What follows belongs to an exercise in optimizing a design on an open flow for small area; a production flow would make more cautious choices. Only simulation tests tie the RTL to the original design; equivalence was not proved. Power is estimated from default activity; no workload was simulated.

===== design/flow/run.sh =====
#!/bin/bash
# synth_recipe.tcl (not shown) runs the flow's synth.tcl, then flattens the netlist and writes it again
# the make line also repeats each setting of config.mk as NAME=value (left out here)
make -C /OpenROAD-flow-scripts/flow DESIGN_CONFIG=/design/flow/config.mk WORK_HOME=/design/flow/orfs CLKGATE_MAP_FILE= SYNTH_SCRIPT=/design/flow/synth_recipe.tcl finish

===== design/flow/design.v =====
`default_nettype none
package lcm_pkg;
	typedef logic [133:0] flit_t;
	typedef logic [1:0]   tag_t;
	typedef logic [47:0]  mac_t;
	typedef logic [47:0]  time_t;
	typedef logic [63:0]  cnt_t;
	typedef logic [5:0]   qcnt_t;
	typedef logic [31:0]  tbpara_t;
	localparam tag_t TAG_HEAD = 2'b01;
	localparam tag_t TAG_MID  = 2'b11;
	localparam tag_t TAG_TAIL = 2'b10;
	localparam logic [15:0] ETH_TYPE_SYNC = 16'h88f7;
	localparam logic [3:0]  MSG_REPORT    = 4'he;
	localparam logic [3:0]  MSG_UPDATE    = 4'hf;
	localparam mac_t        CNC_MAC       = 48'h0102_0304_0506;
	localparam int REPORT_PERIOD_BITS = 20;
	localparam int REPORT_FLITS       = 6;
	localparam int FIFO_DEPTH         = 8;
	localparam int OUT_CREDITS        = 4;
	localparam logic    CFG_DIRECTION_RST  = 1'b0;
	localparam tbpara_t CFG_TBPARA_RST     = 32'h0000_0000;
	localparam mac_t    CFG_DIRECT_MAC_RST = 48'h0000_0000_0000;
	function automatic logic [1:0] flit_tag(input logic [133:0] f);
		flit_tag = f[133:132];
	endfunction
	function automatic logic [133:0] make_flit(input logic [1:0] tag, input logic [127:0] payload);
		make_flit = {tag, 4'h0, payload};
	endfunction
endpackage
`default_nettype wire
`timescale 1ns/1ps
`default_nettype none
module lcm_top (
	input  wire                   clk,
	input  wire                   rst_n,
	input  wire lcm_pkg::flit_t   in_flit,
	input  wire                   in_flit_wr,
	output wire                   in_credit,
	output wire lcm_pkg::flit_t   out_flit,
	output wire                   out_flit_wr,
	input  wire                   out_credit,
	input  wire lcm_pkg::time_t   precision_time,
	input  wire lcm_pkg::mac_t    local_mac,
	input  wire lcm_pkg::cnt_t    esw_pktin_cnt,
	input  wire lcm_pkg::cnt_t    esw_pktout_cnt,
	input  wire lcm_pkg::qcnt_t   eos_q0_used_cnt,
	input  wire lcm_pkg::qcnt_t   eos_q1_used_cnt,
	input  wire lcm_pkg::qcnt_t   eos_q2_used_cnt,
	input  wire lcm_pkg::qcnt_t   eos_q3_used_cnt,
	input  wire lcm_pkg::cnt_t    goe_pktin_cnt,
	input  wire lcm_pkg::cnt_t    goe_discard_cnt,
	output logic                  cfg_direction,
	output lcm_pkg::tbpara_t      cfg_tbpara,
	output lcm_pkg::mac_t         cfg_direct_mac
);
	localparam int DEPTH = lcm_pkg::FIFO_DEPTH;
	lcm_pkg::flit_t mem [DEPTH];
	logic [3:0] wr_ptr;
	logic [3:0] rd_ptr;
	logic valid;
	logic pop;
	assign valid = (wr_ptr != rd_ptr);
	for (genvar i = 0; i < DEPTH; i++) begin : g_slot
		always_ff @(posedge clk) begin
			if (in_flit_wr && wr_ptr[2:0] == i) begin
				mem[i] <= in_flit;
			end
		end
	end
	always_ff @(posedge clk or negedge rst_n) begin
		if (!rst_n) begin
			wr_ptr <= '0;
			rd_ptr <= '0;
		end else begin
			if (in_flit_wr) begin
				wr_ptr <= wr_ptr + 1'b1;
			end
			if (pop) begin
				rd_ptr <= rd_ptr + 1'b1;
			end
		end
	end
	assign in_credit = pop;
	logic prev_nz;
	logic low_nz;
	logic rollover;
	logic owed;
	logic [2:0] rep_idx;
	logic [47:lcm_pkg::REPORT_PERIOD_BITS] ts;
	logic in_pkt;
	logic rep_on;
	logic [2:0] credit_cnt;
	logic credit_ok;
	logic rep_send;
	logic fwd;
	assign low_nz = |precision_time[lcm_pkg::REPORT_PERIOD_BITS-1:0];
	assign rollover = prev_nz && !low_nz;
	assign rep_on = owed && !in_pkt;
	assign credit_ok = (credit_cnt != '0);
	assign rep_send = rep_on && credit_ok;
	always_ff @(posedge clk or negedge rst_n) begin
		if (!rst_n) begin
			prev_nz <= 1'b0;
		end else begin
			prev_nz <= low_nz;
		end
	end
	always_ff @(posedge clk) begin
		if (rollover) begin
			ts <= precision_time[47:lcm_pkg::REPORT_PERIOD_BITS];
		end
	end
	always_ff @(posedge clk or negedge rst_n) begin
		if (!rst_n) begin
			owed <= 1'b0;
			rep_idx <= '0;
		end else begin
			if (rollover) begin
				owed <= 1'b1;
			end else if (rep_send && rep_idx == 3'd5) begin
				owed <= 1'b0;
			end
			if (rep_send) begin
				rep_idx <= (rep_idx == 3'd5) ? 3'd0 : rep_idx + 1'b1;
			end
		end
	end
	lcm_pkg::flit_t rf [lcm_pkg::REPORT_FLITS];
	lcm_pkg::flit_t bus;
	always_comb begin
		rf[0] = lcm_pkg::make_flit(lcm_pkg::TAG_HEAD, {lcm_pkg::CNC_MAC, local_mac,
			lcm_pkg::ETH_TYPE_SYNC, 4'h0, lcm_pkg::MSG_REPORT, 8'h00});
		rf[1] = lcm_pkg::make_flit(lcm_pkg::TAG_MID, {ts, 100'h0});
		rf[2] = lcm_pkg::make_flit(lcm_pkg::TAG_MID, {cfg_direct_mac, cfg_direction,
			15'h0, cfg_tbpara, 32'h0});
		rf[3] = lcm_pkg::make_flit(lcm_pkg::TAG_MID, {esw_pktin_cnt, esw_pktout_cnt});
		rf[4] = lcm_pkg::make_flit(lcm_pkg::TAG_MID, {eos_q0_used_cnt, eos_q1_used_cnt,
			eos_q2_used_cnt, eos_q3_used_cnt, 104'h0});
		rf[5] = lcm_pkg::make_flit(lcm_pkg::TAG_TAIL, {goe_pktin_cnt, goe_discard_cnt});
		bus = '0;
		for (int i = 0; i < DEPTH; i++) begin
			bus = bus | ({$bits(bus){!rep_on && rd_ptr[2:0] == i}} & mem[i]);
		end
		for (int k = 0; k < lcm_pkg::REPORT_FLITS; k++) begin
			bus = bus | ({$bits(bus){rep_on && rep_idx == k}} & rf[k]);
		end
	end
	assign out_flit = bus;
	logic is_upd_head;
	logic drop_act;
	logic cfg_next;
	logic drop;
	assign is_upd_head = (lcm_pkg::flit_tag(bus) == lcm_pkg::TAG_HEAD) &&
		(bus[127:80] == local_mac) &&
		(bus[31:16] == lcm_pkg::ETH_TYPE_SYNC) &&
		(bus[11:8] == lcm_pkg::MSG_UPDATE);
	assign drop = valid && !rep_on && (drop_act || is_upd_head);
	assign fwd = valid && !rep_on && !(drop_act || is_upd_head) && credit_ok;
	assign pop = drop || fwd;
	assign out_flit_wr = fwd || rep_send;
	always_ff @(posedge clk or negedge rst_n) begin
		if (!rst_n) begin
			drop_act <= 1'b0;
			cfg_next <= 1'b0;
			in_pkt <= 1'b0;
		end else begin
			if (drop) begin
				drop_act <= bus[132];
				cfg_next <= !drop_act;
			end
			if (fwd) begin
				in_pkt <= bus[132];
			end
		end
	end
	always_ff @(posedge clk or negedge rst_n) begin
		if (!rst_n) begin
			cfg_direction <= lcm_pkg::CFG_DIRECTION_RST;
			cfg_tbpara <= lcm_pkg::CFG_TBPARA_RST;
			cfg_direct_mac <= lcm_pkg::CFG_DIRECT_MAC_RST;
		end else if (drop && cfg_next) begin
			cfg_direction <= bus[79];
			cfg_tbpara <= bus[63:32];
			cfg_direct_mac <= bus[127:80];
		end
	end
	always_ff @(posedge clk or negedge rst_n) begin
		if (!rst_n) begin
			credit_cnt <= 3'(lcm_pkg::OUT_CREDITS);
		end else begin
			case ({out_flit_wr, out_credit})
				2'b10: credit_cnt <= credit_cnt - 1'b1;
				2'b01: credit_cnt <= credit_cnt + 1'b1;
				default: credit_cnt <= credit_cnt;
			endcase
		end
	end
endmodule
`default_nettype wire

===== design/flow/config.mk =====
export PLATFORM = sky130hd
export DESIGN_NAME = lcm_top
export DESIGN_NICKNAME = lcm_top
export VERILOG_FILES = /design/flow/design.v
export SDC_FILE = /design/flow/constraint.sdc
export NUM_CORES = 4
export LEC_CHECK = 0
export CAP_MARGIN = 20
export CORE_MARGIN = 2
export CORE_UTILIZATION = 45
export PLACE_DENSITY = 0.6
export SLEW_MARGIN = 20

===== design/flow/constraint.sdc =====
create_clock -name core_clock -period 10.0 [get_ports {clk}]
set_input_delay 2.0000 -clock core_clock [delete_from_list [all_inputs] [get_ports {clk}]]
set_output_delay 2.0000 -clock core_clock [all_outputs]
set_load 0.01 [all_outputs]

==> summary.txt, run 1 <==
Status
  – Status: timing/DRC/antenna clean

STA
  – Final setup viols: 0
  – Skew final: 0.0280 ns
  – Fin. max-slew vios: 0
  – Final Hold Vio Count: 0
  – RSZ-0062 raised after global routing: no
  – Final Critical Period: 9.40 ns
  – Worst slew margin: 0.224
  – Timing-limited maximum frequency: 106 MHz
  – Setup_tns: 0 ns
  – Worst-Margin Slew: 1.16 ns
  – Tcrit/Tclk final: 0.940

Global routing
  – Pin count of the biggest net entering global routing: 92
  – Vias in the first global route: 32890
  – Global Route Usage Sum: 0.345
  – GRT Residual Overflow: 0
  – Number of antenna violations at the first check in global routing: 38
  – First-pass GRT wire length: 261000 microns

Worst setup path
  – WS Path Type: reg -> out
  – Worst EP required: 8.00 ns
  – Critical path fanouts, max: 45
  – Setup crit end kind: primary output
  – Crit path DAT: 7.40 ns
  – Crit path launch type: flip-flop
  – FF-to-FF path depth: 18

Route
  – Residual DRC count: 0
  – Post-DRT Antenna Nets: 0
  – Via count: 33693
  – First-pass DRT Iterations: 8
  – Via-per-instance ratio: 6.49
  – DR WL/cell: 37.0 microns
  – Final wirelength: 192000 microns
  – 1st-iter DRT viols: 4713

Floorplanning
  – Initial Util: 0.455
  – Die height: 331 microns
  – Die Width: 331 microns
  – Die area: 109000 sq um
  – Num rows: 119
  – Core area: 106000 sq um
  – Ports: 731

Synth
  – Number of synthesized register bits: 1200
  – Ys async rst share: 0.0833
  – Post-Syn Instances: 2934
  – Register area share after synthesis: 0.740
  – Main synth FF type: edfxtp_1
  – Unique masters post-synth: 85
  – Syn Nets: 3463
  – Synth Area per Inst: 16.4 sq um
  – EDFF count, synth: 1100
  – Synthesized cell area: 48000 sq um
  – Synth warn: 3

Clock tree
  – Worst-Skew Late Latency: 0.74 ns
  – Post-CTS resize count: 0
  – CTS sink count: 1200
  – Clock Tree Root: clkbuf_16
  – Post-CTS setup buffers: 0
  – Worst-path clk slew: 0.06 ns
  – Hold-fix buffers at CTS: 0
  – CTS Buffer Depth: 3
  – Cts bufs inserted: 121
  – H-tree depth: 3
  – CTS tree: built

Final layout
  – Fill count: 8180
  – Area Overhead vs Synth: 27.6%
  – Share of cells above drive strength 1: 0.112
  – Layout Cells excl Fill: 5190
  – Most frequent cells in the layout: edfxtp_1, clkdlybuf4s50_1, nand3_1
  – Commonest non-fill, non-tap cell in the layout: edfxtp_1
  – # nets final: 4206

Worst hold path
  – Type of the most critical hold path: reg -> reg
  – Hold path cells: 1

Placement
  – Post-DP HPWL: 126000 microns
  – Placed instance count: 4945
  – GP Congestion: 0.947
  – Port bufs: 730

Job
  – Count of max-cap constraint violations: 0

Pwr
  – Peak VDD IR: 168 uV
  – Power density cells: 291 nW/um^2
  – Leak Pwr: 20.9 nW
[metrics by stage]
stage                     utilization  power [mW]  worst slack (ns)  area, sq um  hold slack [ns]
after floorplan                     -        9.49              3.33        48000            0.461
after global placement          0.541        13.2              1.54        57100            0.485
after detailed placement        0.541        13.2              1.50        57100            0.488
after CTS                       0.579        17.8             0.796        61200            0.497
after global routing            0.580        18.3             0.464        61200            0.531
final                           0.580        17.8             0.600        61200            0.501
[layout make-up]
cell class              count  area [sq um]  area share
flip-flops and latches   1200         35500       0.581
clock buffers             160          3280      0.0536
multi-input cells        1494         11700       0.190
inverters                  40           150     0.00245
repair buffers            820          8060       0.132
clock inverters            68           744      0.0122
diodes                     17          42.5    0.000695
well taps                1391          1740      0.0284
[metal layers]
layer | up-vias | GRT usage | part of all wire
met5 | - | 0 | 0.0011
met4 | 30 | 0.151 | 0.048
met3 | 379 | 0.0980 | 0.12
met2 | 2332 | 0.527 | 0.46
met1 | 17247 | 0.462 | 0.38
li1 | 13705 | - | -
[report_power, final]
group	switching (mW)	internal [mW]
Clock	1.96	2.65
Sequential	0.213	6.17
Combinational	4.28	2.55
[synthesized netlist by cell type, types with 52 or more instances]
master | instances | area, sq um
a22oi_1 | 136 | 1020
a222oi_1 | 111 | 1110
a22o_1 | 56 | 490
nand3_1 | 139 | 696
mux2_2 | 91 | 1020
dfrtp_1 | 99 | 2480
a221oi_1 | 122 | 1070
mux2i_1 | 112 | 1120
nor2_1 | 52 | 195
clkbuf_1 | 108 | 405
a21oi_1 | 55 | 275
nand2_1 | 126 | 473
edfxtp_1 | 1100 | 33000
[flip-flops by register name (all words and copies together) (netlist names)]
register and count:
cfg_direction 1, in_pkt 1, wr_ptr 4, cfg_direct_mac 48
cfg_tbpara 32, drop_act 1, mem 1072, rep_idx 3
credit_cnt 3, prev_nz 1, cfg_next 1, rd_ptr 4
ts 28, owed 1
[critical path: stages, from the launching register on]
cell,delay [ns]
dfrtp_4,0.97
clkinv_1,0.61
ha_4,0.48
buf_4,0.41
a222oi_1,0.45
o211ai_1,0.12
a2111o_1,0.36
xnor2_1,0.24
nand4_1,0.29
nor4_1,0.80
a41oi_1,0.37
a21oi_1,0.63
clkdlybuf4s50_1,0.82
[final timing paths]
check                                             end             startpoint  slack (ns)
max in group asynchronous       rd_ptr[2]$_DFFE_PN0P_                  rst_n        7.22
min in group asynchronous  cfg_tbpara[24]$_DFFE_PN0P_                  rst_n        1.25
min reg2reg                     wr_ptr[3]$_DFFE_PN0P_  wr_ptr[3]$_DFFE_PN0P_        0.50
min                             wr_ptr[3]$_DFFE_PN0P_  wr_ptr[3]$_DFFE_PN0P_        0.50
max reg2reg                 credit_cnt[2]$_DFFE_PN1P_  rd_ptr[2]$_DFFE_PN0P_        2.98
max                                         in_credit  rd_ptr[2]$_DFFE_PN0P_        0.60
[cells by family after synthesis]
kind of cell               after synthesis  synth area share
and+or+nand+nor                        503            0.0549
xor gates and xnor gates                50           0.00912
buffers and inverters                  240            0.0211
muxes                                  244            0.0543
AOI/OAI and AO/OA                      682             0.116
adders and majority gates               15           0.00407
DFF                                   1200             0.740
==> run 2: changes to the inputs <==
--- a/design/flow/design.v
+++ b/design/flow/design.v
@@ -60,2 +60,3 @@
 	logic [3:0] rd_ptr;
+	logic [DEPTH-1:0] rd_oh;
 	logic valid;
@@ -74,2 +75,3 @@
 			rd_ptr <= '0;
+			rd_oh <= DEPTH'(1);
 		end else begin
@@ -80,2 +82,3 @@
 				rd_ptr <= rd_ptr + 1'b1;
+				rd_oh <= {rd_oh[DEPTH-2:0], rd_oh[DEPTH-1]};
 			end
@@ -142,3 +145,3 @@
 		for (int i = 0; i < DEPTH; i++) begin
-			bus = bus | ({$bits(bus){!rep_on && rd_ptr[2:0] == i}} & mem[i]);
+			bus = bus | ({$bits(bus){!rep_on && rd_oh[i]}} & mem[i]);
 		end
==> design/flow/flow/run.sh (new file) <==
#!/bin/bash
# Standard ORFS layout (the standard.sh, standard synthesis unchanged) with two changes:
#  - port buffers are the smallest buffer, sky130_fd_sc_hd__buf_1
#  - the clock tree uses clkbuf_4 with small sink clusters and no dummy loads
# make's full output goes to standard.log; ORFS keeps each step's log under orfs/logs.
set -euo pipefail
export BUFFER_PORTS_ARGS="-buffer_cell sky130_fd_sc_hd__buf_1"
export CTS_ARGS="-sink_clustering_enable -repair_clock_nets -dont_use_dummy_load -buf_list sky130_fd_sc_hd__clkbuf_4 -sink_clustering_size 8 -sink_clustering_max_diameter 45"
bash standard.sh > standard.log 2>&1
==> design/flow/standard.sh (new file) <==
#!/bin/bash
# synth_recipe.tcl (not shown) runs the flow's synth.tcl, then flattens the netlist and writes it again
# the make line also repeats each setting of config.mk as NAME=value (left out here)
make -C /OpenROAD-flow-scripts/flow DESIGN_CONFIG=/design/flow/config.mk WORK_HOME=/design/flow/orfs CLKGATE_MAP_FILE= SYNTH_SCRIPT=/design/flow/synth_recipe.tcl "${@:-finish}"
--- a/design/flow/config.mk
+++ b/design/flow/config.mk
@@ -9,4 +9,4 @@
 export CORE_MARGIN = 2
-export CORE_UTILIZATION = 45
-export PLACE_DENSITY = 0.6
+export CORE_UTILIZATION = 65
+export PLACE_DENSITY = 0.72
 export SLEW_MARGIN = 20
removed: design/flow/run.sh
==> run 2 against run 1 <==
Still clean. Synthesized cell count decreased by 5.6%. Cell count decreased by 13%. Clock skew increased by 0.097 ns. Critical path depth unchanged. Critical path type unchanged. Critical endpoint unchanged.
==> summary.txt, run 2 <==
Status
  – Status: timing/DRC/antenna clean

STA
  – Fin. max-slew vios: 0
  – Worst-Margin Slew: 1.18 ns
  – Setup_tns: 0 ns
  – Final Critical Period: 9.34 ns
  – Skew final: 0.125 ns
  – Timing-limited maximum frequency: 107 MHz
  – Fin worst setup slack: 0.662 ns
  – Final setup viols: 0
  – Final Hold Vio Count: 0
  – Tcrit/Tclk final: 0.934
  – RSZ-0062 raised after global routing: no
  – Worst slew margin: 0.209

Clock tree
  – Worst-Skew Late Latency: 1.08 ns
  – Clock Tree Root: clkbuf_4
  – CTS tree: built
  – Hold-fix buffers at CTS: 0
  – CTS sink count: 1208
  – Worst-path clk slew: 0.09 ns
  – Post-CTS setup buffers: 0
  – H-tree depth: 4
  – CTS Buffer Depth: 3
  – Post-CTS resize count: 0
  – Cts bufs inserted: 171

Synth
  – Area contributors post-synth: edfxtp_1, dfrtp_1, a22oi_1
  – Post-Syn Instances: 2770
  – Yosys top cell by area: edfxtp_1
  – Syn Nets: 3294
  – Synthesized cell area: 47300 sq um
  – Synth Area per Inst: 17.1 sq um
  – Synth warn: 3
  – Register area share after synthesis: 0.755
  – EDFF count, synth: 1100
  – Main synth FF type: edfxtp_1
  – Unique masters post-synth: 72
  – Count leader, synth: edfxtp_1
  – Ys async rst share: 0.0894
  – Synth top cells by count: edfxtp_1, a22oi_1, a222oi_1
  – Yosys top cell area share: 0.698
  – Number of synthesized register bits: 1208

Final layout
  – Commonest non-fill, non-tap cell in the layout: edfxtp_1
  – # nets final: 4047
  – Share of cells above drive strength 1: 0.106
  – Top reg by flops: mem
  – Max reg flops: 1072
  – Area Overhead vs Synth: 10.4%
  – Core Util, Final: 0.728
  – Most frequent cells in the layout: edfxtp_1, buf_1, a22oi_1
  – Largest registers: mem x1072, cfg_direct_mac x48, cfg_tbpara x32

Pwr
  – Sw Ratio: 0.252
  – Clock power frac: 0.245
  – Internal: 7.13 mW
  – NetSw: 2.40 mW
  – Peak VDD IR: 136 uV
  – Leak Pwr: 16.8 nW
  – Power density cells: 183 nW/um^2
  – Sequential share of power: 0.665
  – Gate power share: 0.090

Job
  – Count of max-cap constraint violations: 0

Floorplanning
  – Initial Util: 0.659
  – Ports: 731
  – Die area: 74900 sq um
  – Die Width: 274 microns
  – Num rows: 98
  – Core area: 71700 sq um
  – Die height: 274 microns

Worst setup path
  – Crit path DAT: 7.34 ns
  – Worst EP required: 8.00 ns
  – Setup crit end kind: primary output
  – Crit path launch type: flip-flop
  – Critical path fanouts, max: 56
  – Reg-to-reg setup timing slack: 2.30 ns
  – WS Path Type: reg -> out

Route
  – Via-per-instance ratio: 7.36
  – Final wirelength: 167000 microns
  – First-pass DRT Iterations: 9
  – DR WL/cell: 37.1 microns
  – Via count: 33160
  – Post-DRT Antenna Nets: 0
  – Residual DRC count: 0
  – 1st-iter DRT viols: 6246

Global routing
  – Vias in the first global route: 31322
  – GRT Residual Overflow: 0
  – First-pass GRT wire length: 229000 microns
  – Pin count of the biggest net entering global routing: 109
  – Global Route Usage Sum: 0.440
  – Number of antenna violations at the first check in global routing: 40

Placement
  – Pre-CTS setup slack: 2.21 ns
  – Port bufs: 730
  – GP Congestion: 0.979
  – Post-DP HPWL: 105000 microns

Worst hold path
  – Type of the most critical hold path: reg -> reg
==> run 2: cell types whose count changed after synthesis, sizes merged, moves of 33 or more <==
| cell | delta |
|---|---|
| mux2 | -33 |
| a221oi | -66 |
| nand3 | -69 |
| nor2 | -34 |
| a22oi | +200 |
| mux2i | -98 |
==> run 2: cell type report <==
| class | count | area, sq um |
|---|---|---|
| Tap cell | 950 | 1190 |
| Clock buffer | 171 | 1280 |
| Sequential cell | 1208 | 35800 |
| Fill cell | 4699 | 19500 |
| Multi-Input combinational cell | 1339 | 10600 |
| Inverter | 17 | 63.8 |
| Antenna cell | 33 | 82.6 |
| Timing Repair Buffer | 786 | 3190 |
==> run 2: cells by family (layout without fill, tap and decap cells) <==
group | after synthesis | in the layout | synth area share
muxes | 113 | 113 | 0.0329
other | 0 | 33 | 0
AOI/OAI and AO/OA | 777 | 777 | 0.133
DFF | 1208 | 1208 | 0.755
buffers and inverters | 223 | 974 | 0.0218
adders and majority gates | 10 | 10 | 0.00280
xor gates and xnor gates | 53 | 53 | 0.00981
and+or+nand+nor | 386 | 386 | 0.0445
==> run 2: metrics by stage <==
step           instance area, sq um  std cells  hold slack (ns)  total power [mW]
4_1_cts                       52100       4471            0.475              9.50
3_5_place_dp                  50800       4300            0.460              7.29
6_report                      52200       4504            0.484              9.53
2_1_floorplan                 47300       2770            0.441              6.85
5_1_grt                       52200       4495            0.512              9.79
3_3_place_gp                  50800       4298            0.455              7.24
==> run 2: power by group through the flow <==
stage / Sequential (mW) / Combinational (mW) / Clock [mW]
CTS: 6.34 / 0.842 / 2.32
floorplan: 6.49 / 0.361 / 0
detailed placement: 6.46 / 0.839 / 0
global route: 6.38 / 0.885 / 2.53
global placement: 6.42 / 0.821 / 0
finish: 6.34 / 0.856 / 2.33
==> run 2: critical path, stage by stage (launching register included) <==
cell	delay, ns
dfrtp_1	0.54
and3b_1	0.74
and2_4	0.90
a2111oi_0	0.41
nor4b_1	0.94
nand3_1	0.20
nor4_1	1.00
nand4_1	0.26
o41ai_2	0.53
o21ai_0	0.14
buf_4	0.24
inv_1	0.16
buf_1	0.19
==> run 2: per-layer routing <==
metal	vias up	part of all wire	routed length, microns	global-route usage
li1	13147	-	-	-
met1	16292	0.33	54500	0.582
met2	3196	0.46	76500	0.657
met3	499	0.16	26600	0.149
met4	26	0.057	9530	0.226
met5	-	0.00099	165	0
==> run 2: final timing paths <==
kind / from / endpoint / depth (start not counted)
min in group asynchronous: rst_n / cfg_tbpara[8]$_DFFE_PN0P_ / 1
worst min register to register: drop_act$_DFFE_PN0P_ / cfg_next$_DFFE_PN0P_ / 1
worst min-delay path: drop_act$_DFFE_PN0P_ / cfg_next$_DFFE_PN0P_ / 1
worst max-delay path: in_pkt$_DFFE_PN0P_ / in_credit / 12
worst max register to register: in_pkt$_DFFE_PN0P_ / cfg_direct_mac[25]$_DFFE_PN0P_ / 11
max in group asynchronous: rst_n / rd_oh[2]$_DFFE_PN0P_ / 2
==> run 3: changes to the inputs <==
--- a/design/flow/design.v
+++ b/design/flow/design.v
@@ -57,29 +57,41 @@
 	localparam int DEPTH = lcm_pkg::FIFO_DEPTH;
-	lcm_pkg::flit_t mem [DEPTH];
-	logic [3:0] wr_ptr;
-	logic [3:0] rd_ptr;
-	logic [DEPTH-1:0] rd_oh;
+	localparam int TAP = 0;
+	lcm_pkg::flit_t ring [DEPTH];
+	logic [2:0] wpos;
+	logic [2:0] rpos;
+	logic [3:0] count;
 	logic valid;
+	logic at_tap;
 	logic pop;
-	assign valid = (wr_ptr != rd_ptr);
-	for (genvar i = 0; i < DEPTH; i++) begin : g_slot
+	lcm_pkg::flit_t tap;
+	assign valid = (count != '0);
+	assign at_tap = (rpos == 3'(TAP));
+	assign tap = ring[TAP];
+	for (genvar p = 0; p < DEPTH; p++) begin : g_slot
+		localparam int Q = (p + DEPTH - 1) % DEPTH;
+		lcm_pkg::flit_t prev_val;
+		lcm_pkg::flit_t next_val;
+		assign prev_val = (Q % 2 == 1) ? ~ring[Q] : ring[Q];
+		assign next_val = (in_flit_wr && wpos == 3'(p)) ? in_flit : prev_val;
 		always_ff @(posedge clk) begin
-			if (in_flit_wr && wr_ptr[2:0] == i) begin
-				mem[i] <= in_flit;
-			end
-		end
-	end
-	always_ff @(posedge clk or negedge rst_n) begin
-		if (!rst_n) begin
-			wr_ptr <= '0;
-			rd_ptr <= '0;
-			rd_oh <= DEPTH'(1);
-		end else begin
-			if (in_flit_wr) begin
-				wr_ptr <= wr_ptr + 1'b1;
-			end
-			if (pop) begin
-				rd_ptr <= rd_ptr + 1'b1;
-				rd_oh <= {rd_oh[DEPTH-2:0], rd_oh[DEPTH-1]};
-			end
+			ring[p] <= (p % 2 == 1) ? ~next_val : next_val;
+		end
+	end
+	always_ff @(posedge clk or negedge rst_n) begin
+		if (!rst_n) begin
+			wpos <= 3'd1;
+			rpos <= '0;
+			count <= '0;
+		end else begin
+			if (!in_flit_wr) begin
+				wpos <= wpos + 1'b1;
+			end
+			if (!pop) begin
+				rpos <= rpos + 1'b1;
+			end
+			case ({in_flit_wr, pop})
+				2'b10: count <= count + 1'b1;
+				2'b01: count <= count - 1'b1;
+				default: count <= count;
+			endcase
 		end
@@ -143,6 +155,3 @@
 		rf[5] = lcm_pkg::make_flit(lcm_pkg::TAG_TAIL, {goe_pktin_cnt, goe_discard_cnt});
-		bus = '0;
-		for (int i = 0; i < DEPTH; i++) begin
-			bus = bus | ({$bits(bus){!rep_on && rd_oh[i]}} & mem[i]);
-		end
+		bus = {$bits(bus){!rep_on}} & tap;
 		for (int k = 0; k < lcm_pkg::REPORT_FLITS; k++) begin
@@ -156,8 +165,8 @@
 	logic drop;
-	assign is_upd_head = (lcm_pkg::flit_tag(bus) == lcm_pkg::TAG_HEAD) &&
-		(bus[127:80] == local_mac) &&
-		(bus[31:16] == lcm_pkg::ETH_TYPE_SYNC) &&
-		(bus[11:8] == lcm_pkg::MSG_UPDATE);
-	assign drop = valid && !rep_on && (drop_act || is_upd_head);
-	assign fwd = valid && !rep_on && !(drop_act || is_upd_head) && credit_ok;
+	assign is_upd_head = (lcm_pkg::flit_tag(tap) == lcm_pkg::TAG_HEAD) &&
+		(tap[127:80] == local_mac) &&
+		(tap[31:16] == lcm_pkg::ETH_TYPE_SYNC) &&
+		(tap[11:8] == lcm_pkg::MSG_UPDATE);
+	assign drop = valid && at_tap && (drop_act || is_upd_head);
+	assign fwd = valid && at_tap && !rep_on && !(drop_act || is_upd_head) && credit_ok;
 	assign pop = drop || fwd;
@@ -171,3 +180,3 @@
 			if (drop) begin
-				drop_act <= bus[132];
+				drop_act <= tap[132];
 				cfg_next <= !drop_act;
@@ -175,3 +184,3 @@
 			if (fwd) begin
-				in_pkt <= bus[132];
+				in_pkt <= tap[132];
 			end
@@ -185,5 +194,5 @@
 		end else if (drop && cfg_next) begin
-			cfg_direction <= bus[79];
-			cfg_tbpara <= bus[63:32];
-			cfg_direct_mac <= bus[127:80];
+			cfg_direction <= tap[79];
+			cfg_tbpara <= tap[63:32];
+			cfg_direct_mac <= tap[127:80];
 		end
==> run 3 against run 2 <==
Still clean on timing, DRC and antenna. Design area fell by 11%. Clock skew fell by 0.036 ns. Power rose by 55%. Sequential power rose by 29%. Via count fell by 4.1%. Largest cell class unchanged.
==> summary.txt, run 3 <==
Final layout
  – Area of the multi-input gates: 15900 sq um
  – # nets final: 5074
  – Max reg flops: 1072
  – Commonest non-fill, non-tap cell in the layout: dfxtp_1
  – Fill count: 5075
  – Sequential Area: 24900 sq um
  – Top reg by flops: ring
  – Most frequent cells in the layout: dfxtp_1, buf_1, nor2_1
  – Largest registers: ring x1072, cfg_direct_mac x48, cfg_tbpara x32
  – Area Overhead vs Synth: 9.39%
  – Share of cells above drive strength 1: 0.0696

Placement
  – GP Congestion: 1.02
  – Port bufs: 730
  – Pre-CTS setup slack: 3.61 ns
  – Post-DP HPWL: 84000 microns

Global routing
  – Pin count of the biggest net entering global routing: 187
  – GRT Residual Overflow: 0
  – Number of antenna violations at the first check in global routing: 38
  – First-pass GRT wire length: 183000 microns
  – Global Route Usage Sum: 0.364
  – Vias in the first global route: 29029

Synth
  – Synth warn: 3
  – Post-Syn Instances: 4009
  – Synthesized cell area: 42300 sq um
  – Number of synthesized register bits: 1202
  – Area contributors post-synth: dfxtp_1, mux2i_1, a21oi_1
  – Count leader, synth: dfxtp_1
  – Yosys top cell by area: dfxtp_1
  – Ys async rst share: 0.0849
  – Register area share after synthesis: 0.587
  – Unique masters post-synth: 52
  – Synth Area per Inst: 10.6 sq um
  – EDFF count, synth: 28
  – Synth top cells by count: dfxtp_1, nor2_1, a21oi_1
  – Main synth FF type: dfxtp_1
  – Yosys top cell area share: 0.507
  – Syn Nets: 4538

Route
  – DR WL/cell: 23.1 microns
  – Via count: 31801
  – Residual DRC count: 0
  – Final wirelength: 126000 microns
  – Via-per-instance ratio: 5.86
  – Post-DRT Antenna Nets: 0
  – First-pass DRT Iterations: 10
  – 1st-iter DRT viols: 2745

Floorplanning
  – Ports: 731
  – Initial Util: 0.656
  – Num rows: 93
  – Die area: 67200 sq um
  – Die height: 259 microns
  – Core area: 64500 sq um
  – Die Width: 259 microns

Clock tree
  – Post-CTS setup buffers: 0
  – Worst-Skew Late Latency: 1.03 ns
  – Hold-fix buffers at CTS: 0
  – Worst-path clk slew: 0.10 ns
  – CTS Buffer Depth: 3
  – Clock Tree Root: clkbuf_4
  – CTS tree: built
  – H-tree depth: 4
  – CTS sink count: 1202
  – Cts bufs inserted: 170
  – Post-CTS resize count: 0

Worst hold path
  – Type of the most critical hold path: reg -> reg

Worst setup path
  – WS Path Type: in -> out
  – CP delay by family, top: simple AND/OR/NAND/NOR gates
  – Critical Path Max Stage Delay: 0.70 ns
  – Slowest CP cell: nor4_2
  – Setup crit end kind: primary output
  – Worst EP required: 8.00 ns
  – Worst path cell trace: buf_1, xor2_1, nor4_2, nand4_1, nor4_2, or3_2, o21ai_0, buf_1
  – Critical path fanouts, max: 3
  – Worst Path Buf+Inv: 2
  – Crit path DAT: 4.41 ns
  – Crit path launch type: input port

STA
  – Tcrit/Tclk final: 0.641
  – Setup_tns: 0 ns
  – Final Hold Vio Count: 0
  – Skew final: 0.0891 ns
  – Worst slew margin: 0.245
  – Worst-Margin Slew: 1.13 ns
  – Timing-limited maximum frequency: 156 MHz
  – Final setup viols: 0
  – RSZ-0062 raised after global routing: no
  – Final Critical Period: 6.41 ns
  – Fin. max-slew vios: 0
  – Fin worst setup slack: 3.59 ns

Pwr
  – Internal: 9.68 mW
  – Peak VDD IR: 201 uV
  – NetSw: 5.13 mW
  – Clock power frac: 0.154
  – Leak Pwr: 22.1 nW
  – Power density cells: 320 nW/um^2
  – Gate power share: 0.293
  – Sw Ratio: 0.346
  – Sequential share of power: 0.552

Status
  – Status: timing/DRC/antenna clean

Job
  – Count of max-cap constraint violations: 0
run 3: cell types whose count changed in the layout (fill, tap and decap cells not counted), moves of 34 or more:
cell	before	now
nor2_1	18	604
nand2_1	102	141
edfxtp_1	1100	28
a22oi_1	336	37
a21oi_1	47	574
mux2i_1	14	537
a221o_1	11	55
dfxtp_1	0	1072
a221oi_1	56	20
a31oi_1	34	0
a22o_1	63	0
a222oi_1	129	24
run 3: kinds of logic (layout without fill, tap and decap cells):
kind of cell / after synthesis / after routing / share of synthesized area
mux: 622 / 622 / 0.157
simple gates: 973 / 973 / 0.0986
flops: 1202 / 1202 / 0.587
buf+inv: 412 / 946 / 0.0405
fa+ha+maj: 15 / 15 / 0.00479
other cells: 0 / 29 / 0
compound gates: 727 / 727 / 0.0999
xor+xnor: 58 / 58 / 0.0120
run 3: power groups by stage:
stage	clock (mW)	combinational, mW	sequential (mW)
after detailed placement	0	4.29	8.26
after global placement	0	4.19	8.21
after global routing	2.54	4.74	8.37
after floorplan	0	3.05	7.77
final	2.29	4.35	8.18
after CTS	2.33	4.32	8.16
run 3: layer usage:
layer | global-route usage | vias to the layer above | share of wire
met5 | 0.0107 | - | 0.0010
met4 | 0.173 | 18 | 0.044
met3 | 0.0921 | 297 | 0.091
met2 | 0.554 | 1455 | 0.45
met1 | 0.487 | 15215 | 0.41
li1 | - | 14816 | -
run 3: layout make-up:
cell class | count | area share
Clock buffer | 170 | 0.0276
Sequential cell | 1202 | 0.537
Antenna cell | 29 | 0.00157
Tap cell | 855 | 0.0231
Inverter | 13 | 0.00105
Multi-Input combinational cell | 2395 | 0.343
Timing Repair Buffer | 763 | 0.0665
run 3: path summary, 6_finish.rpt:
check / startpoint / depth (start not counted) / slack [ns] / to
max: local_mac[29] / 8 / 3.59 / out_flit_wr
max reg2reg: ring[0][89]$_DFF_P_ / 7 / 5.43 / cfg_tbpara[31]$_DFFE_PN0P_
min: ring[5][1]$_DFF_P_ / 1 / 0.37 / ring[6][1]$_DFF_P_
max in group asynchronous: rst_n / 2 / 7.57 / credit_cnt[0]$_DFFE_PN0P_
min reg2reg: ring[5][1]$_DFF_P_ / 1 / 0.37 / ring[6][1]$_DFF_P_
min in group asynchronous: rst_n / 1 / 0.98 / cfg_direct_mac[31]$_DFFE_PN0P_
run 3: through the flow:
step | cells | hold WS, ns | power, mW | utilization | instance area (sq um)
3_5_place_dp | 5227 | 0.388 | 12.6 | 0.697 | 44900
3_3_place_gp | 5226 | 0.384 | 12.4 | 0.696 | 44900
5_1_grt | 5414 | 0.364 | 15.6 | 0.718 | 46300
4_1_cts | 5397 | 0.345 | 14.8 | 0.716 | 46200
6_report | 5427 | 0.369 | 14.8 | 0.718 | 46300
2_1_floorplan | 4009 | 0.383 | 10.8 | - | 42300
==> run 4: changes to the inputs <==
--- a/design/flow/design.v
+++ b/design/flow/design.v
@@ -188,13 +188,23 @@
 	end
-	always_ff @(posedge clk or negedge rst_n) begin
-		if (!rst_n) begin
-			cfg_direction <= lcm_pkg::CFG_DIRECTION_RST;
-			cfg_tbpara <= lcm_pkg::CFG_TBPARA_RST;
-			cfg_direct_mac <= lcm_pkg::CFG_DIRECT_MAC_RST;
+	logic cfg_set;
+	logic cfg_dir_q;
+	lcm_pkg::tbpara_t cfg_tb_q;
+	lcm_pkg::mac_t cfg_mac_q;
+	always_ff @(posedge clk or negedge rst_n) begin
+		if (!rst_n) begin
+			cfg_set <= 1'b0;
 		end else if (drop && cfg_next) begin
-			cfg_direction <= tap[79];
-			cfg_tbpara <= tap[63:32];
-			cfg_direct_mac <= tap[127:80];
-		end
-	end
+			cfg_set <= 1'b1;
+		end
+	end
+	always_ff @(posedge clk) begin
+		if (drop && cfg_next) begin
+			cfg_dir_q <= tap[79];
+			cfg_tb_q <= tap[63:32];
+			cfg_mac_q <= tap[127:80];
+		end
+	end
+	assign cfg_direction = cfg_set & cfg_dir_q;
+	assign cfg_tbpara = {$bits(cfg_tbpara){cfg_set}} & cfg_tb_q;
+	assign cfg_direct_mac = {$bits(cfg_direct_mac){cfg_set}} & cfg_mac_q;
 	always_ff @(posedge clk or negedge rst_n) begin
==> run 4 against run 3 <==
Still clean. Power shrank 3.6%. Sequential share of layout area up 1.3 points. Clock power barely moved. Synthesized area down 0.86%. Cell count is 0.90% lower. Worst hold slack got worse by 0.014 ns. Design area decreased by 0.71%. Clock-buffer cell count grew 1. Sequential cell count rose by 1. Critical path type is now reg -> out. Highest routed layer unchanged.
==> summary.txt, run 4 <==
Status
  – Status: timing/DRC/antenna clean

Route
  – Post-DRT Antenna Nets: 0
  – DR WL/cell: 24.3 microns
  – Residual DRC count: 0
  – 1st-iter DRT viols: 3231
  – Via-per-instance ratio: 5.96
  – First-pass DRT Iterations: 8
  – Via count: 32034
  – Final wirelength: 131000 microns

STA
  – Final setup viols: 0
  – Fin. max-slew vios: 0
  – Final Hold Vio Count: 0
  – Skew final: 0.0926 ns
  – Setup_tns: 0 ns
  – Worst slew margin: 0.231
  – Final Critical Period: 6.89 ns
  – Timing-limited maximum frequency: 145 MHz
  – Worst-Margin Slew: 1.15 ns
  – Tcrit/Tclk final: 0.689
  – RSZ-0062 raised after global routing: no

Synth
  – Multiplexer share of the synthesized area: 0.129
  – Ys async rst share: 0.0183
  – Area share of and/or/nand/nor cells after synthesis: 0.102
  – Area contributors post-synth: dfxtp_1, mux2i_1, edfxtp_1
  – Syn Nets: 4493
  – Post-synthesis compound-gate area fraction: 0.112
  – Post-synthesis xor/xnor area fraction: 0.0102
  – Synth Area per Inst: 10.6 sq um
  – Main synth FF type: dfxtp_1
  – Register area share after synthesis: 0.603
  – Yosys top cell area share: 0.512
  – Yosys top cell by area: dfxtp_1
  – Largest family of logic cells by synthesized area: multiplexers
  – Post-Syn Instances: 3964
  – Count leader, synth: dfxtp_1
  – Synthesized cell area: 41900 sq um
  – EDFF count, synth: 109
  – Synth top cells by count: dfxtp_1, nor2_1, a21oi_1
  – Post-Synth Adder-Cell Area: 0.00483
  – Unique masters post-synth: 54
  – Number of synthesized register bits: 1203
  – Synth warn: 3

Floorplanning
  – Num rows: 93
  – Initial Util: 0.654
  – Die Width: 258 microns
  – Die height: 258 microns
  – Die area: 66600 sq um
  – Ports: 731
  – Core area: 64100 sq um

Pwr
  – Leak Pwr: 21.6 nW
  – Power density cells: 311 nW/um^2
  – NetSw: 4.67 mW
  – Clock power frac: 0.160
  – Internal: 9.61 mW
  – Gate power share: 0.256
  – Peak VDD IR: 163 uV
  – Sw Ratio: 0.327
  – Sequential share of power: 0.584

Clock tree
  – Post-CTS setup buffers: 0
  – CTS tree: built
  – Hold-fix buffers at CTS: 0
  – Worst-Skew Late Latency: 1.06 ns
  – CTS Buffer Depth: 3
  – Post-CTS resize count: 0
  – Clock Tree Root: clkbuf_4
  – H-tree depth: 4
  – Worst-path clk slew: 0.09 ns
  – Cts bufs inserted: 171
  – CTS sink count: 1203

Worst setup path
  – Crit path launch type: flip-flop
  – Slowest CP cell: nor2b_4
  – WS Path Type: reg -> out
  – Reg2Reg Capture Point: cfg_mac_q[25]$_DFFE_PP_
  – Reg2reg start: ring[0][100]$_DFF_P_
  – Worst EP required: 8.00 ns
  – Setup crit end kind: primary output
  – Worst path cell trace: nor2b_4, and3_4, buf_4, a221o_1, buf_1
  – Critical Path Max Stage Delay: 0.91 ns
  – Crit path DAT: 4.89 ns
  – FF-to-FF path depth: 7
  – Worst Setup SP: owed$_DFFE_PN0P_
  – Reg-to-reg setup timing slack: 5.71 ns
  – Critical path fanouts, max: 80

Global routing
  – GRT Max-Usage Layer: met2
  – GRT met1 Usage: 0.524
  – Grt met3 use: 0.0839
  – GRT met2 Usage: 0.580
  – Vias in the first global route: 29024
  – Number of antenna violations at the first check in global routing: 23
  – Pin count of the biggest net entering global routing: 95
  – First-pass GRT wire length: 187000 microns
  – GRT Residual Overflow: 0
  – Global Route Usage Sum: 0.379

Worst hold path
  – Hold EP: ring[2][54]$_DFF_P_
  – Hold path start: ring[1][54]$_DFF_P_
  – Type of the most critical hold path: reg -> reg
  – Hold path cells: 1

Final layout
  – Commonest non-fill, non-tap cell in the layout: dfxtp_1
  – Most frequent cells in the layout: dfxtp_1, buf_1, nor2_1
  – Fill count: 5065
  – Max reg flops: 1072
  – Area of the multi-input gates: 15200 sq um
  – Largest registers: ring x1072, cfg_mac_q x48, cfg_tb_q x32
  – Area Overhead vs Synth: 9.56%
  – Sequential Area: 25300 sq um
  – Share of cells above drive strength 1: 0.0524
  – Top reg by flops: ring
  – Core Util, Final: 0.717
  – # nets final: 5037

Placement
  – GP Congestion: 0.986
  – Post-DP HPWL: 88100 microns
  – Port bufs: 730

Job
  – Count of max-cap constraint violations: 0
==> run 4: changes by cell type after synthesis, moves of 33 or more <==
cell,before,now
xnor2_1,5,41
and2_1,6,87
edfxtp_1,28,109
mux2_4,80,0
dfrtp_1,100,20
xor2_1,53,8
nand4_1,55,22
and3_1,40,79
nand2_1,146,77
a221o_1,55,122
==> run 4: power by group through the flow <==
stage	logic (mW)	registers, mW	clock network, mW
global route	3.97	8.50	2.52
global placement	3.50	8.35	0
finish	3.65	8.34	2.29
floorplan	2.58	7.85	0
CTS	3.62	8.30	2.32
detailed placement	3.59	8.39	0
==> run 4: final cells by class <==
type,count,share of cell area
inverter,21,0.00172
sequential,1203,0.550
multi-input combinational,2343,0.330
tap,855,0.0233
antenna,17,0.000926
clock buffer,171,0.0279
timing repair buffer,768,0.0658
==> run 4: worst max-delay path by stage <==
stage / endpoint / slack (ns) / depth (start not counted)
6_report: out_flit[93] / 3.11 / 5
5_1_grt: out_flit[93] / 2.87 / 5
4_1_cts: out_flit[79] / 3.17 / 5
3_5_place_dp: out_flit_wr / 3.51 / 8
3_3_place_gp: out_flit_wr / 3.49 / 8
2_1_floorplan: cfg_dir_q$_DFFE_PP_ / 4.42 / 6
==> run 4: routing by layer <==
metal | vias to the layer above | part of all wire
met1 | 15403 | 0.42
li1 | 14695 | -
met4 | 12 | 0.039
met2 | 1662 | 0.45
met3 | 262 | 0.088
met5 | - | 0.00054
==> run 4: kinds of logic after synthesis <==
kind of cell | count (synthesis)
flops | 1203
fa+ha+maj | 15
xor+xnor | 49
mux | 541
buf+inv | 418
compound gates | 776
simple gates | 962
==> run 4: stage by stage <==
stage / hold WS (ns) / instance area (sq um) / setup slack [ns] / total power, mW / instances
final: 0.355 / 46000 / 3.11 / 14.3 / 5378
after global routing: 0.353 / 46000 / 2.87 / 15.0 / 5376
after CTS: 0.350 / 45900 / 3.17 / 14.2 / 5361
after detailed placement: 0.388 / 44600 / 3.51 / 12.0 / 5190
after global placement: 0.384 / 44600 / 3.49 / 11.9 / 5190
after floorplan: 0.383 / 41900 / 4.42 / 10.4 / 3964
==> run 4: critical path, delay by kind of cell, from the launching register on <==
kind,cells,cell delay [ns]
buffers and inverters,2,1.33
AOI/OAI and AO/OA,1,0.28
and+or+nand+nor,2,1.69
DFF,1,0.42
==> run 5: changes to the inputs <==
--- a/design/flow/flow/run.sh
+++ b/design/flow/flow/run.sh
@@ -7,3 +7,3 @@
 export BUFFER_PORTS_ARGS="-buffer_cell sky130_fd_sc_hd__buf_1"
-export CTS_ARGS="-sink_clustering_enable -repair_clock_nets -dont_use_dummy_load -buf_list sky130_fd_sc_hd__clkbuf_4 -sink_clustering_size 8 -sink_clustering_max_diameter 45"
+export CTS_ARGS="-sink_clustering_enable -repair_clock_nets -dont_use_dummy_load -buf_list sky130_fd_sc_hd__clkbuf_4 -sink_clustering_size 10 -sink_clustering_max_diameter 50"
 bash standard.sh > standard.log 2>&1
==> run 5 against run 4 <==
Sequential share of layout area rose by 0.27 points. Design area shrank 0.50%. Sequential cell count is the same. Register-to-register slack gained 0.09 ns. Worst hold slack got worse by 0.0088 ns. Combinational power barely moved. Critical path type unchanged. Critical path depth unchanged.
==> summary.txt, run 5 <==
Global routing
  – GRT Residual Overflow: 0
  – Vias in the first global route: 28657
  – Number of antenna violations at the first check in global routing: 24
  – Global Route Usage Sum: 0.378
  – First-pass GRT wire length: 187000 microns
  – Pin count of the biggest net entering global routing: 95

Pwr
  – NetSw: 4.63 mW
  – Peak VDD IR: 179 uV
  – Internal: 9.47 mW
  – Sequential share of power: 0.591
  – Total power: 14.1 mW
  – Sw Ratio: 0.329
  – Gate power share: 0.259
  – Clock power frac: 0.150
  – Leak Pwr: 21.4 nW
  – Power density cells: 308 nW/um^2

Status
  – Status: timing/DRC/antenna clean

Floorplanning
  – Die area: 66600 sq um
  – Die Width: 258 microns
  – Die height: 258 microns
  – Core area: 64100 sq um
  – Initial Util: 0.654
  – Num rows: 93
  – Ports: 731

STA
  – Fin. max-slew vios: 0
  – Final Critical Period: 6.94 ns
  – Skew final: 0.0732 ns
  – Setup_tns: 0 ns
  – Timing-limited maximum frequency: 144 MHz
  – Final setup viols: 0
  – Worst slew margin: 0.224
  – Final Hold Vio Count: 0
  – Worst-Margin Slew: 1.16 ns
  – Tcrit/Tclk final: 0.694
  – RSZ-0062 raised after global routing: no

Route
  – Final wirelength: 130000 microns
  – Via-per-instance ratio: 5.91
  – First-pass DRT Iterations: 8
  – DR WL/cell: 24.3 microns
  – Via count: 31630
  – Post-DRT Antenna Nets: 0
  – 1st-iter DRT viols: 3282
  – Residual DRC count: 0

Synth
  – Yosys top cell by area: dfxtp_1
  – Post-Syn Instances: 3964
  – Unique masters post-synth: 54
  – Synth Area per Inst: 10.6 sq um
  – Register area share after synthesis: 0.603
  – Count leader, synth: dfxtp_1
  – Syn Nets: 4493
  – Ys async rst share: 0.0183
  – Area contributors post-synth: dfxtp_1, mux2i_1, edfxtp_1
  – Number of synthesized register bits: 1203
  – Synth warn: 3
  – EDFF count, synth: 109
  – Synthesized cell area: 41900 sq um
  – Yosys top cell area share: 0.512
  – Main synth FF type: dfxtp_1
  – Synth top cells by count: dfxtp_1, nor2_1, a21oi_1

Clock tree
  – Post-CTS resize count: 0
  – Hold-fix buffers at CTS: 0
  – Post-CTS setup buffers: 0
  – Clock Tree Root: clkbuf_4
  – CTS Buffer Depth: 3
  – Worst-path clk slew: 0.10 ns
  – Cts bufs inserted: 140
  – Worst-Skew Late Latency: 1.03 ns
  – CTS tree: built
  – CTS sink count: 1203
  – H-tree depth: 4

Final layout
  – Fill count: 5063
  – Max reg flops: 1072
  – Sequential Area: 25300 sq um
  – Top reg by flops: ring
  – Largest registers: ring x1072, cfg_mac_q x48, cfg_tb_q x32
  – # nets final: 5006
  – Area Overhead vs Synth: 9.02%
  – Share of cells above drive strength 1: 0.0458
  – Most frequent cells in the layout: dfxtp_1, buf_1, nor2_1
  – Commonest non-fill, non-tap cell in the layout: dfxtp_1
  – Area of the multi-input gates: 15200 sq um

Worst hold path
  – Hold path start: ring[1][54]$_DFF_P_
  – Hold path cells: 1
  – Hold EP: ring[2][54]$_DFF_P_
  – Type of the most critical hold path: reg -> reg

Worst setup path
  – Crit path DAT: 4.94 ns
  – Setup crit end kind: primary output
  – Crit path launch type: flip-flop
  – Critical Path Max Stage Delay: 0.91 ns
  – FF-to-FF path depth: 7
  – Reg2reg start: ring[0][100]$_DFF_P_
  – Slowest CP cell: nor2b_4
  – Reg-to-reg setup timing slack: 5.80 ns
  – Reg2Reg Capture Point: cfg_mac_q[20]$_DFFE_PP_
  – Critical path fanouts, max: 80
  – Worst EP required: 8.00 ns
  – Worst path cell trace: nor2b_4, and3_4, buf_4, a221o_1, buf_1
  – WS Path Type: reg -> out

Placement
  – Post-DP HPWL: 88100 microns
  – GP Congestion: 0.986
  – Port bufs: 730

Job
  – Count of max-cap constraint violations: 0
run 5: cell counts after synthesis:
No cell type changed its count.
run 5: cell type report:
| cell class | instances | area share |
|---|---|---|
| clock buffers | 140 | 0.0230 |
| well taps | 855 | 0.0234 |
| multi-input cells | 2343 | 0.332 |
| inverters | 21 | 0.00172 |
| flip-flops and latches | 1203 | 0.553 |
| diodes | 19 | 0.00104 |
| repair buffers | 768 | 0.0662 |
run 5: layer usage:
layer | part of all wire | wire (microns) | vias up | global-route usage
met2 | 0.45 | 58500 | 1520 | 0.582
met5 | 0.00070 | 91 | - | 0
met3 | 0.086 | 11200 | 244 | 0.0844
li1 | - | - | 14625 | -
met4 | 0.038 | 4890 | 14 | 0.146
met1 | 0.43 | 55400 | 15227 | 0.525
run 5: critical path, delay by kind of cell, from the launching register on:
family	cells	cell delay [ns]
and+or+nand+nor	2	1.70
AOI/OAI and AO/OA	1	0.46
buffers and inverters	2	1.17
DFF	1	0.43
run 5: worst max-delay path by stage:
| stage | to | slack, ns | from |
|---|---|---|---|
| CTS | out_flit[79] | 3.12 | owed$_DFFE_PN0P_ |
| finish | out_flit[79] | 3.06 | owed$_DFFE_PN0P_ |
| global placement | out_flit_wr | 3.49 | local_mac[1] |
| floorplan | cfg_dir_q$_DFFE_PP_ | 4.42 | local_mac[18] |
| detailed placement | out_flit_wr | 3.51 | local_mac[41] |
| global route | out_flit[93] | 2.88 | owed$_DFFE_PN0P_ |
run 5: power by group through the flow:
stage          clock network (mW)  registers (mW)  logic (mW)
5_1_grt                      2.34            8.50        3.98
2_1_floorplan                   0            7.85        2.58
3_3_place_gp                    0            8.35        3.50
3_5_place_dp                    0            8.39        3.59
4_1_cts                      2.14            8.30        3.62
6_report                     2.12            8.33        3.65
run 5: per-stage QoR:
stage / setup WS (ns) / hold WS [ns] / util / cell area [sq um] / std cells
finish: 3.06 / 0.346 / 0.713 / 45700 / 5349
global route: 2.88 / 0.342 / 0.713 / 45700 / 5346
CTS: 3.12 / 0.340 / 0.713 / 45700 / 5330
detailed placement: 3.51 / 0.388 / 0.696 / 44600 / 5190
global placement: 3.49 / 0.384 / 0.696 / 44600 / 5190
floorplan: 4.42 / 0.383 / - / 41900 / 3964
run 5: kinds of logic after synthesis:
kind of cell | count (synthesis) | synth area share
flip-flops | 1203 | 0.603
AND/OR/NAND/NOR | 962 | 0.102
AO/OA/AOI/OAI | 776 | 0.112
multiplexers | 541 | 0.129
buffers and inverters | 418 | 0.0387
XOR/XNOR | 49 | 0.0102
adder cells (fa/ha/maj) | 15 | 0.00483
==> run 6: changes to the inputs <==
--- a/design/flow/design.v
+++ b/design/flow/design.v
@@ -102,4 +102,5 @@
 	logic rollover;
+	logic [lcm_pkg::REPORT_FLITS-1:0] rep_st;
 	logic owed;
-	logic [2:0] rep_idx;
+	logic [lcm_pkg::REPORT_FLITS-1:0] rep_sel;
 	logic [47:lcm_pkg::REPORT_PERIOD_BITS] ts;
@@ -113,3 +114,5 @@
 	assign rollover = prev_nz && !low_nz;
-	assign rep_on = owed && !in_pkt;
+	assign owed = |rep_st;
+	assign rep_sel = {rep_st[lcm_pkg::REPORT_FLITS-1:1], rep_st[0] && !in_pkt};
+	assign rep_on = |rep_sel;
 	assign credit_ok = (credit_cnt != '0);
@@ -130,13 +133,7 @@
 		if (!rst_n) begin
-			owed <= 1'b0;
-			rep_idx <= '0;
-		end else begin
-			if (rollover) begin
-				owed <= 1'b1;
-			end else if (rep_send && rep_idx == 3'd5) begin
-				owed <= 1'b0;
-			end
-			if (rep_send) begin
-				rep_idx <= (rep_idx == 3'd5) ? 3'd0 : rep_idx + 1'b1;
-			end
+			rep_st <= '0;
+		end else if (rollover) begin
+			rep_st <= lcm_pkg::REPORT_FLITS'(1);
+		end else if (rep_send) begin
+			rep_st <= {rep_st[lcm_pkg::REPORT_FLITS-2:0], 1'b0};
 		end
@@ -157,3 +154,3 @@
 		for (int k = 0; k < lcm_pkg::REPORT_FLITS; k++) begin
-			bus = bus | ({$bits(bus){rep_on && rep_idx == k}} & rf[k]);
+			bus = bus | ({$bits(bus){rep_sel[k]}} & rf[k]);
 		end
--- a/design/flow/flow/run.sh
+++ b/design/flow/flow/run.sh
@@ -7,3 +7,3 @@
 export BUFFER_PORTS_ARGS="-buffer_cell sky130_fd_sc_hd__buf_1"
-export CTS_ARGS="-sink_clustering_enable -repair_clock_nets -dont_use_dummy_load -buf_list sky130_fd_sc_hd__clkbuf_4 -sink_clustering_size 10 -sink_clustering_max_diameter 50"
+export CTS_ARGS="-sink_clustering_enable -repair_clock_nets -dont_use_dummy_load -buf_list sky130_fd_sc_hd__clkbuf_4 -sink_clustering_size 8 -sink_clustering_max_diameter 45"
 bash standard.sh > standard.log 2>&1
==> run 6 against run 5 <==
Still clean. Non-clock buffer count is 5 lower. Register-to-register slack got worse by 1.5 ns. Fmax is 9.6% lower. Die area decreased by 0.96%. Cell count shrank 0.71%. Worst hold slack worse by 0.016 ns. Clock-buffer cell count grew 29. Wire length down 0.88%. Global-route usage up 0.11 points. Highest routed layer unchanged.
==> summary.txt, run 6 <==
STA
  – Tcrit/Tclk final: 0.768
  – Final Critical Period: 7.68 ns
  – RSZ-0062 raised after global routing: no
  – Final Hold Vio Count: 0
  – Setup_tns: 0 ns
  – Fin. max-slew vios: 0
  – Skew final: 0.0920 ns
  – WHS: 0.329 ns
  – Worst slew margin: 0.242
  – Timing-limited maximum frequency: 130 MHz
  – Final setup viols: 0
  – Worst-Margin Slew: 1.14 ns

Floorplanning
  – Die area: 65900 sq um
  – Ports: 731
  – Die Width: 257 microns
  – Num rows: 92
  – Core area: 63100 sq um
  – Initial Util: 0.659
  – Die height: 257 microns

Worst setup path
  – Critical path fanouts, max: 51
  – FF-to-FF path depth: 12
  – Critical Path Max Stage Delay: 0.99 ns
  – WS Path Type: reg -> out
  – Setup crit end kind: primary output
  – Crit path launch type: flip-flop
  – Crit path DAT: 5.68 ns
  – Worst path cell trace: nor4_4, nor2b_4, and2_4, buf_4, or2_1, nand2_1, buf_1
  – Worst EP required: 8.00 ns
  – Slowest CP cell: nor2b_4

Synth
  – Unique masters post-synth: 53
  – Number of synthesized register bits: 1205
  – Main synth FF type: dfxtp_1
  – Yosys top cell area share: 0.517
  – Yosys top cell by area: dfxtp_1
  – Post-Syn Instances: 3892
  – Synth warn: 3
  – Syn Nets: 4420
  – Synth Area per Inst: 10.7 sq um
  – Count leader, synth: dfxtp_1
  – Synthesized cell area: 41500 sq um
  – Ys async rst share: 0.0199
  – Synth top cells by count: dfxtp_1, nor2_1, a21oi_1
  – Register area share after synthesis: 0.610
  – Area contributors post-synth: dfxtp_1, mux2i_1, edfxtp_1
  – EDFF count, synth: 109

Final layout
  – # nets final: 4966
  – Area Overhead vs Synth: 9.74%
  – Top reg by flops: ring
  – Commonest non-fill, non-tap cell in the layout: dfxtp_1
  – Fill count: 4869
  – Most frequent cells in the layout: dfxtp_1, buf_1, nor2_1
  – Largest registers: ring x1072, cfg_mac_q x48, cfg_tb_q x32
  – Share of cells above drive strength 1: 0.0539
  – Max reg flops: 1072

Route
  – First-pass DRT Iterations: 11
  – 1st-iter DRT viols: 3391
  – Via count: 31427
  – Residual DRC count: 0
  – Via-per-instance ratio: 5.92
  – Post-DRT Antenna Nets: 0
  – DR WL/cell: 24.3 microns
  – Final wirelength: 129000 microns

Placement
  – Post-DP HPWL: 87500 microns
  – Port bufs: 730
  – GP Congestion: 1.07

Clock tree
  – Worst-Skew Late Latency: 1.04 ns
  – CTS Buffer Depth: 3
  – Hold-fix buffers at CTS: 0
  – Post-CTS setup buffers: 0
  – CTS tree: built
  – Post-CTS resize count: 0
  – Worst-path clk slew: 0.09 ns
  – Cts bufs inserted: 169
  – Clock Tree Root: clkbuf_4
  – H-tree depth: 4
  – CTS sink count: 1205

Pwr
  – Peak VDD IR: 195 uV
  – Leak Pwr: 21.5 nW
  – Power density cells: 314 nW/um^2

Global routing
  – Pin count of the biggest net entering global routing: 187
  – Global Route Usage Sum: 0.380
  – First-pass GRT wire length: 186000 microns
  – Vias in the first global route: 28594
  – GRT Residual Overflow: 0
  – Number of antenna violations at the first check in global routing: 42

Worst hold path
  – Hold path cells: 1
  – Type of the most critical hold path: reg -> reg

Status
  – Status: timing/DRC/antenna clean

Job
  – Count of max-cap constraint violations: 0
-- run 6: final timing paths --
check,start,endpoint,slack (ns)
worst max-delay path,rep_st[1]$_DFFE_PN0P_,out_flit_wr,2.32
worst min-delay path,ring[7][59]$_DFF_P_,ring[0][59]$_DFF_P_,0.33
worst max register to register,rep_st[1]$_DFFE_PN0P_,credit_cnt[2]$_DFFE_PN1P_,4.29
worst min register to register,ring[7][59]$_DFF_P_,ring[0][59]$_DFF_P_,0.33
max in group asynchronous,rst_n,wpos[0]$_DFFE_PN1N_,8.66
min in group asynchronous,rst_n,prev_nz$_DFF_PN0_,0.98
-- run 6: worst max-delay path: cells and delay by family, from the launching register on --
kind | cells | cell delay [ns]
AND/OR/NAND/NOR | 5 | 2.97
buffers and inverters | 2 | 0.92
flip-flops | 1 | 0.76
-- run 6: cells by family after synthesis --
family	Yosys count	share of synthesized area
xor gates and xnor gates	51	0.0108
DFF	1205	0.610
muxes	545	0.132
adders and majority gates	14	0.00458
buffers and inverters	426	0.0400
and+or+nand+nor	902	0.0932
AOI/OAI and AO/OA	749	0.110
-- run 6: per-stage QoR --
stage	utilization	total power, mW	instance area [sq um]	setup slack, ns	std cells
after detailed placement	0.701	12.0	44200	3.46	5110
after floorplan	-	10.5	41500	2.99	3892
after CTS	0.721	14.3	45500	2.35	5279
after global placement	0.701	11.9	44200	3.52	5110
after global routing	0.722	15.1	45600	2.11	5304
final	0.723	14.3	45600	2.32	5311
-- run 6: where the power goes --
part	switching, mW	internal, mW	leakage (nW)	total [mW]
Clock	1.50	0.777	0.778	2.28
Sequential	1.16	7.23	10.3	8.39
Combinational	2.07	1.58	10.4	3.65
Total	4.73	9.59	21.5	14.3
-- run 6: layout make-up --
class / instances / area (sq um) / share of cell area
clock buffers: 169 / 1270 / 0.0278
multi-input cells: 2261 / 14700 / 0.321
flip-flops and latches: 1205 / 25400 / 0.556
diodes: 29 / 72.6 / 0.00159
repair buffers: 763 / 3040 / 0.0667
inverters: 38 / 143 / 0.00313
well taps: 846 / 1060 / 0.0232
-- run 6: layer usage --
| layer | part of all wire | track usage | vias to the layer above |
|---|---|---|---|
| met2 | 0.45 | 0.583 | 1514 |
| met4 | 0.045 | 0.185 | 30 |
| li1 | - | - | 14436 |
| met5 | 0.0016 | 0 | - |
| met1 | 0.40 | 0.502 | 15166 |
| met3 | 0.095 | 0.0974 | 281 |

[separate check: timing with driven ports]
The results above use ideal ports. As a check the final layouts listed here were re-extracted and re-timed, cells and wires unchanged.
Step 1 (the two cells are an assumption about what drives the block):
set clk [get_ports {clk}]
set_driving_cell -lib_cell sky130_fd_sc_hd__clkbuf_16 $clk
set_driving_cell -lib_cell sky130_fd_sc_hd__buf_2 [delete_from_list [all_inputs] $clk]
Step 2 also shifts input and output timing later by t, the mid clock arrival at the registers, as if the neighbouring blocks saw the same clock.
Three values: ideal, step 1, step 2; two values: the first two.
run	t (ns)	setup WS [ns]	hold slack, ns	pins driven straight from the clock port
run 1	0.792	0.600 / 0.532 / 1.251	0.501 / 0.501 / 0.501	1
run 2	1.093	0.662 / 0.591 / 1.684	0.484 / 0.484 / 0.484	1
run 3	1.052	3.590 / 3.563 / 3.563	0.369 / 0.369 / 0.369	1
run 4	1.079	3.113 / 3.048 / 3.421	0.355 / 0.355 / 0.355	1
run 5	1.056	3.060 / 2.998 / 3.434	0.346 / 0.346 / 0.346	1
run 6	1.058	2.323 / 2.258 / 3.316	0.329 / 0.329 / 0.329	1
After both steps every run listed still meets setup and hold. For run 3, which loses most, drivers alone change the setup slack by -0.027 ns; drivers and shift together by -0.027 ns.
